Context: an optimization exercise on an open-source flow, tuned for small area, a short achievable clock period and few clock cycles per item. The choices shown serve that exercise and are no tape-out recipe.
At most, simulation tests tie the RTL to the original design; equivalence was not proved.
Power figures rest on the tool's default switching activity, not on a simulated workload.

==> inputs of build 93 <==
==> flow/design.v (excerpt) <==
module html_markup_tokenizer_unit (
  input  logic        clk,
  input  logic        rst,
  input  logic        byte_valid,
  output logic        byte_stall,
  input  logic [8:0]  byte_item,    
  output logic        event_valid,
  input  logic        event_stall,
  output logic [13:0] event_item    
);
Settings: LEC_CHECK=0, CAP_MARGIN=20, CORE_MARGIN=2, CORE_UTILIZATION=40, SETUP_SLACK_MARGIN=5, SLEW_MARGIN=20; clock period 11.5 ns.
standard.sh (not shown) runs the stock make flow with config.mk's settings and CLKGATE_MAP_FILE= SYNTH_SCRIPT=/design/flow/synth_recipe.tcl, a recipe that flattens the netlist after the stock synthesis.
==> flow/flow/run.sh <==
#!/bin/bash
set -euo pipefail
here=$PWD
sed "s|\$::env(SCRIPTS_DIR)/synth.tcl|$here/synth_custom.tcl|" synth_recipe.tcl > synth_recipe_custom.tcl
sed "s|^  log_cmd abc {\*}\$abc_args|  set abc_args [lreplace \$abc_args 1 1 $here/flow/area.abc]\n  log_cmd abc {*}\$abc_args|" \
  "$FLOW_HOME/scripts/synth.tcl" > synth_custom.tcl
grep -q "flow/area.abc" synth_custom.tcl
grep -q "synth_custom.tcl" synth_recipe_custom.tcl
bash standard.sh SYNTH_SCRIPT="$here/synth_recipe_custom.tcl" SETUP_SLACK_MARGIN=8.0 \
  "BUFFER_PORTS_ARGS=-buffer_cell sky130_fd_sc_hd__buf_2" finish > standard.log 2>&1
==> flow/flow/area.abc <==
strash
ifraig
scorr
dc2
strash
&get -n
&st
&syn4
&dch -f
&nf -R 1000
&put
==> build 7 (differences from build 93) <==
--- a/flow/design.v
+++ b/flow/design.v
@@ -45,16 +45,10 @@
   localparam logic [4:0] S_R_FIN1   = 5'd17;   
   localparam logic [4:0] S_R_ANAME  = 5'd18;   
   localparam logic [4:0] S_R_FLUSH  = 5'd19;   
   localparam logic [4:0] S_R_DASH   = 5'd20;   
   localparam logic [4:0] S_R_HELD   = 5'd21;   
-  localparam logic [4:0] S_C_TAG     = 5'd24;  
-  localparam logic [4:0] S_C_MARKUP  = 5'd25;  
-  localparam logic [4:0] S_C_FLUSH   = 5'd26;
-  localparam logic [4:0] S_C_DATA    = 5'd27;  
-  localparam logic [4:0] S_C_COMMENT = 5'd28;  
-  localparam logic [4:0] S_C_DOCTYPE = 5'd29;  
   logic [4:0] st;
   logic       tp;           
   logic       anp, avp;     
   logic [2:0] mc;           
   logic       md;           
@@ -62,10 +56,11 @@
   logic [1:0] dash;         
   logic [3:0] hc;           
   logic [7:0][2:0] hs;      
   logic       started;      
   logic       ir_v, sk_v;
+  logic       cl;           
   logic [7:0] x, sk;
   logic       xl, skl;
   logic       out_free, go, consume;
   assign byte_stall = sk_v;
   assign out_free   = !event_valid || !event_stall;
@@ -118,11 +113,11 @@
     if (hc == 4'd1)  f_byte = 8'h21;
     else if (md)     f_byte = 8'h2D;
     else             f_byte = dt_char(fpos) & ~{2'b00, mu[fpos], 5'b00000};
   end
   logic [4:0] n_st;
-  logic       n_tp, n_anp, n_avp, n_md, n_started, n_pend;
+  logic       n_tp, n_anp, n_avp, n_md, n_started, n_cl, n_pend;
   logic       clos_empty;
   logic [2:0] n_mc;
   logic [5:0] n_mu;
   logic [1:0] n_dash;
   logic [3:0] n_hc;
@@ -157,21 +152,93 @@
     n_md      = md;
     n_mu      = mu;
     n_dash    = dash;
     n_hc      = hc;
     n_started = started;
+    n_cl      = cl;
     h_push    = 1'b0;
     emit      = 1'b0;
     ek        = htok_pkg::EV_TEXT;
+    eb        = 8'h00;
     esc       = 1'b0;
     cont      = 1'b0;
     finish    = 1'b0;
     do_fin    = 1'b0;
     fin_sc    = 1'b0;
     fin_store = 1'b0;
     do_an     = 1'b0;
     an_store  = 1'b0;
+    tag_state = (st == S_TAG_NAME) || (st == S_SELF_CL) || (st == S_BA) || (st == S_ANAME) ||
+                (st == S_AA) || (st == S_BAV) || (st == S_VDQ) || (st == S_VSQ) ||
+                (st == S_VUNQ) || (st == S_AV);
+    if (cl) begin
+      if (tag_state) begin
+        emit = 1'b1;
+        if (pending) begin
+          ek    = htok_pkg::EV_ATTR_DROP;
+          n_anp = 1'b0;
+          n_avp = 1'b0;
+        end else begin
+          ek     = htok_pkg::EV_TAG_ABORT;
+          n_st   = S_DATA;
+          finish = 1'b1;
+        end
+      end else begin
+        case (st)
+          S_MARKUP: begin
+            emit = 1'b1;
+            ek   = htok_pkg::EV_TEXT;
+            eb   = 8'h3C;
+            n_st = S_R_FLUSH;
+            n_hc = 4'd1;
+          end
+          S_R_FLUSH: begin
+            emit = 1'b1;
+            ek   = htok_pkg::EV_TEXT;
+            eb   = f_byte;
+            if (hc == {1'b0, mc} + 4'd1) begin
+              n_st = S_DATA;
+              n_tp = 1'b1;
+              n_hc = 4'd0;
+              n_mc = 3'd0;
+            end else begin
+              n_hc = hc + 4'd1;
+            end
+          end
+          S_COMMENT: begin
+            emit = 1'b1;
+            if (dash != 2'd0) begin
+              ek     = htok_pkg::EV_COMMENT;
+              eb     = 8'h2D;
+              n_dash = dash - 2'd1;
+            end else begin
+              ek     = htok_pkg::EV_COMMENT_END;
+              n_st   = S_DATA;
+              finish = 1'b1;
+            end
+          end
+          S_DOCTYPE: begin
+            emit   = 1'b1;
+            ek        = htok_pkg::EV_DOCTYPE_END;
+            n_st      = S_DATA;
+            n_hc      = 4'd0;
+            n_started = 1'b0;
+            finish    = 1'b1;
+          end
+          S_DATA: begin
+            emit   = 1'b1;
+            ek     = htok_pkg::EV_TEXT_END;
+            n_tp   = 1'b0;
+            finish = 1'b1;
+          end
+          default: begin
+            n_st   = S_DATA;
+            finish = 1'b1;
+          end
+        endcase
+      end
+    end else begin
       case (st)
         S_DATA: begin
           if (is_lt) begin
             if (tp) begin
               emit = 1'b1;
@@ -180,10 +247,11 @@
             n_tp = 1'b0;
             n_st = S_TAG_OPEN;
           end else begin
             emit = 1'b1;
             ek   = htok_pkg::EV_TEXT;
+            eb   = x;
             n_tp = 1'b1;
           end
         end
         S_TAG_OPEN: begin
           if (is_sl) begin
@@ -191,17 +259,19 @@
           end else if (is_al) begin
             n_anp = 1'b0;
             n_avp = 1'b0;
             emit  = 1'b1;
             ek    = htok_pkg::EV_START_BEGIN;
+            eb    = x;
             n_st  = S_TAG_NAME;
           end else if (is_bang) begin
             n_mc = 3'd0;
             n_st = S_MARKUP;
           end else begin
             emit = 1'b1;
             ek   = htok_pkg::EV_TEXT;
+            eb   = 8'h3C;
             n_tp = 1'b1;
             n_st = S_DATA;
             cont = 1'b1;
           end
         end
@@ -213,18 +283,20 @@
           end else if (is_gt) begin
             do_fin = 1'b1;
           end else begin
             emit = 1'b1;
             ek   = htok_pkg::EV_NAME;
+            eb   = x;
           end
         end
         S_END_OPEN: begin
           if (is_al) begin
             n_anp = 1'b0;
             n_avp = 1'b0;
             emit  = 1'b1;
             ek    = htok_pkg::EV_END_BEGIN;
+            eb    = x;
             n_st  = S_TAG_NAME;
           end else begin
             n_st = S_DATA;
           end
         end
@@ -254,10 +326,11 @@
           end else if (is_eq) begin
             n_st = S_BAV;
           end else begin
             emit  = 1'b1;
             ek    = htok_pkg::EV_ANAME;
+            eb    = x;
             n_anp = 1'b1;
           end
         end
         S_AA: begin
           if (is_ws) begin
@@ -287,10 +360,11 @@
           end else begin
             n_st = S_VUNQ;
             if (!is_nul) begin
               emit  = 1'b1;
               ek    = htok_pkg::EV_AVALUE;
+              eb    = x;
               n_avp = 1'b1;
             end
           end
         end
         S_VDQ, S_VSQ: begin
@@ -303,10 +377,11 @@
             n_avp = 1'b0;
             n_st  = S_AV;
           end else begin
             emit  = 1'b1;
             ek    = htok_pkg::EV_AVALUE;
+            eb    = x;
             n_avp = 1'b1;
           end
         end
         S_VUNQ: begin
           if (is_ws) begin
@@ -321,10 +396,11 @@
             do_fin    = 1'b1;
             fin_store = 1'b1;
           end else if (!is_nul) begin
             emit  = 1'b1;
             ek    = htok_pkg::EV_AVALUE;
+            eb    = x;
             n_avp = 1'b1;
           end
         end
         S_AV: begin
           if (is_ws) begin
@@ -357,21 +433,23 @@
               n_mc     = mc + 3'd1;
             end
           end else begin
             emit = 1'b1;
             ek   = htok_pkg::EV_TEXT;
+            eb   = 8'h3C;
             n_st = S_R_FLUSH;
             n_hc = 4'd1;
             cont = 1'b1;
           end
         end
-        S_R_FLUSH, S_C_FLUSH: begin
+        S_R_FLUSH: begin
           emit = 1'b1;
           ek   = htok_pkg::EV_TEXT;
+          eb   = f_byte;
           cont = 1'b1;
           if (hc == {1'b0, mc} + 4'd1) begin
-            n_st = (st == S_C_FLUSH) ? S_C_DATA : S_DATA;
+            n_st = S_DATA;
             n_tp = 1'b1;
             n_hc = 4'd0;
             n_mc = 3'd0;
           end else begin
             n_hc = hc + 4'd1;
@@ -382,34 +460,39 @@
             if (dash != 2'd2) begin
               n_dash = dash + 2'd1;
             end else begin
               emit = 1'b1;
               ek   = htok_pkg::EV_COMMENT;
+              eb   = 8'h2D;
             end
           end else if (is_gt && dash == 2'd2) begin
             emit   = 1'b1;
             ek     = htok_pkg::EV_COMMENT_END;
             n_dash = 2'd0;
             n_st   = S_DATA;
           end else if (dash != 2'd0) begin
             emit   = 1'b1;
             ek     = htok_pkg::EV_COMMENT;
+            eb     = 8'h2D;
             n_dash = dash - 2'd1;
             n_st   = S_R_DASH;
             cont   = 1'b1;
           end else begin
             emit = 1'b1;
             ek   = htok_pkg::EV_COMMENT;
+            eb   = x;
           end
         end
         S_R_DASH: begin
           emit = 1'b1;
           ek   = htok_pkg::EV_COMMENT;
           if (dash != 2'd0) begin
+            eb     = 8'h2D;
             n_dash = dash - 2'd1;
             cont   = 1'b1;
           end else begin
+            eb   = x;
             n_st = S_COMMENT;
           end
         end
         S_DOCTYPE: begin
           if (is_gt) begin
@@ -422,33 +505,38 @@
             if (started) begin
               h_push = 1'b1;
               if (hc == 4'd8) begin
                 emit = 1'b1;
                 ek   = htok_pkg::EV_DOCTYPE;
+                eb   = h_old_b;
               end else begin
                 n_hc = hc + 4'd1;
               end
             end
           end else if (hc != 4'd0) begin
             emit = 1'b1;
             ek   = htok_pkg::EV_DOCTYPE;
+            eb   = h_old_b;
             n_hc = hc - 4'd1;
             n_st = S_R_HELD;
             cont = 1'b1;
           end else begin
             emit      = 1'b1;
             ek        = htok_pkg::EV_DOCTYPE;
+            eb        = x;
             n_started = 1'b1;
           end
         end
         S_R_HELD: begin
           emit = 1'b1;
           ek   = htok_pkg::EV_DOCTYPE;
           if (hc != 4'd0) begin
+            eb   = h_old_b;
             n_hc = hc - 4'd1;
             cont = 1'b1;
           end else begin
+            eb        = x;
             n_started = 1'b1;
             n_st      = S_DOCTYPE;
           end
         end
         S_R_FIN0, S_R_FIN1: begin
@@ -458,56 +546,14 @@
           n_st = S_DATA;
         end
         S_R_ANAME: begin
           emit  = 1'b1;
           ek    = htok_pkg::EV_ANAME;
+          eb    = x;
           n_anp = 1'b1;
           n_st  = S_ANAME;
         end
-        S_C_TAG: begin
-          emit = 1'b1;
-          if (pending) begin
-            ek    = htok_pkg::EV_ATTR_DROP;
-            n_anp = 1'b0;
-            n_avp = 1'b0;
-            cont  = 1'b1;
-          end else begin
-            ek   = htok_pkg::EV_TAG_ABORT;
-            n_st = S_DATA;
-          end
-        end
-        S_C_MARKUP: begin
-          emit = 1'b1;
-          ek   = htok_pkg::EV_TEXT;
-          n_st = S_C_FLUSH;
-          n_hc = 4'd1;
-          cont = 1'b1;
-        end
-        S_C_COMMENT: begin
-          emit = 1'b1;
-          if (dash != 2'd0) begin
-            ek     = htok_pkg::EV_COMMENT;
-            n_dash = dash - 2'd1;
-            cont   = 1'b1;
-          end else begin
-            ek   = htok_pkg::EV_COMMENT_END;
-            n_st = S_DATA;
-          end
-        end
-        S_C_DOCTYPE: begin
-          emit      = 1'b1;
-          ek        = htok_pkg::EV_DOCTYPE_END;
-          n_st      = S_DATA;
-          n_hc      = 4'd0;
-          n_started = 1'b0;
-        end
-        S_C_DATA: begin
-          emit = 1'b1;
-          ek   = htok_pkg::EV_TEXT_END;
-          n_tp = 1'b0;
-          n_st = S_DATA;
-        end
         default: begin
           n_st = S_DATA;
           cont = 1'b1;
         end
       endcase
@@ -540,49 +586,34 @@
         end else if (is_eq) begin
           n_st = S_BAV;
         end else begin
           emit  = 1'b1;
           ek    = htok_pkg::EV_ANAME;
+          eb    = x;
           n_anp = 1'b1;
           n_st  = S_ANAME;
         end
       end
+    end
     more   = cont;
     n_pend = cont;
-    if (!cont && xl && !(st[4] && st[3])) begin
+    if (cl) begin
+      more   = !finish;
+      n_pend = !finish;
+      if (finish) begin
+        n_cl = 1'b0;
+      end
+    end else if (!cont && xl) begin
       if (clos_empty) begin
         n_st = S_DATA;
       end else begin
         more   = 1'b1;
         n_pend = 1'b1;
-        case (n_st)
-          S_MARKUP:  n_st = S_C_MARKUP;
-          S_COMMENT: n_st = S_C_COMMENT;
-          S_DOCTYPE: n_st = S_C_DOCTYPE;
-          S_DATA:    n_st = S_C_DATA;
-          default:   n_st = S_C_TAG;
-        endcase
+        n_cl   = 1'b1;
       end
     end
   end
-  logic [7:0] src;
-  logic       byte_ev;
-  always_comb begin
-    case (st)
-      S_TAG_OPEN:                      src = is_al ? x : 8'h3C;
-      S_MARKUP, S_C_MARKUP:            src = 8'h3C;
-      S_R_FLUSH, S_C_FLUSH:            src = f_byte;
-      S_COMMENT, S_R_DASH, S_C_COMMENT: src = (dash != 2'd0) ? 8'h2D : x;
-      S_DOCTYPE, S_R_HELD:             src = (hc != 4'd0) ? h_old_b : x;
-      default:                         src = x;
-    endcase
-  end
-  assign byte_ev = (ek == htok_pkg::EV_TEXT) || (ek == htok_pkg::EV_START_BEGIN) ||
-                   (ek == htok_pkg::EV_END_BEGIN) || (ek == htok_pkg::EV_NAME) ||
-                   (ek == htok_pkg::EV_ANAME) || (ek == htok_pkg::EV_AVALUE) ||
-                   (ek == htok_pkg::EV_COMMENT) || (ek == htok_pkg::EV_DOCTYPE);
-  assign eb = byte_ev ? src : 8'h00;
   assign consume = go && !n_pend;
   always_ff @(posedge clk) begin
     if (rst) begin
       st          <= S_DATA;
       tp          <= 1'b0;
@@ -590,10 +621,11 @@
       avp         <= 1'b0;
       mc          <= 3'd0;
       dash        <= 2'd0;
       hc          <= 4'd0;
       started     <= 1'b0;
+      cl          <= 1'b0;
       ir_v        <= 1'b0;
       sk_v        <= 1'b0;
       event_valid <= 1'b0;
     end else begin
       if (go) begin
@@ -603,10 +635,11 @@
         avp     <= n_avp;
         mc      <= n_mc;
         dash    <= n_dash;
         hc      <= n_hc;
         started <= n_started;
+        cl      <= n_cl;
       end
       if (!ir_v || consume) begin
         ir_v <= sk_v || byte_valid;
         sk_v <= 1'b0;
       end else if (byte_valid && !sk_v) begin
==> flow/flow/run.sh (replaced) <==
#!/bin/bash
bash standard.sh SETUP_SLACK_MARGIN=8.5 finish > standard.log 2>&1
removed: flow/flow/area.abc
==> summary of the runs <==
- Build 93 finished with timing, DRC and antenna clean. Build 7 finished clean.
- Sequential power: build 93 is larger than build 7 (about 5%).
- Combinational power: build 93 is higher than build 7 (42%).
- Between build 7 and build 93, the lower non-clock buffer count is in build 93 (gap 76).
- Clock-buffer cell count is the same in build 93 and build 7.
Testbench counts of build 93, summed over its fixed seeds: cycles 35,554, events 31,895.
For build 7, only the layout was checked, not whether the RTL still works.

-- what the ideal ports hide --
How much do the figures lean on ideal ports? The routed layouts below were timed once more, with nothing changed but the port constraints. Step 1: set_driving_cell puts a clkbuf_16 on clk and a buf_2 on each other input, an assumption about the parent block. Step 2 also shifts input and output timing later by t, the mid clock arrival at the registers, as if the neighbouring blocks saw the same clock. Three values: ideal ports, drivers, drivers and shift; two values: the first two.
run	t, ns	setup WS [ns]	worst register clock-pin slew, ns	worst data-port slew with drivers (ns)
build 93	0.395	7.929 / 7.929 / 7.656	0.08 / 0.08	0.03
build 7	0.391	8.195 / 8.194 / 7.804	0.07 / 0.07	0.06
After both steps every run listed still meets setup and hold. For build 7, which loses most, drivers alone change the setup slack by -0.001 ns; drivers and shift together by -0.391 ns.
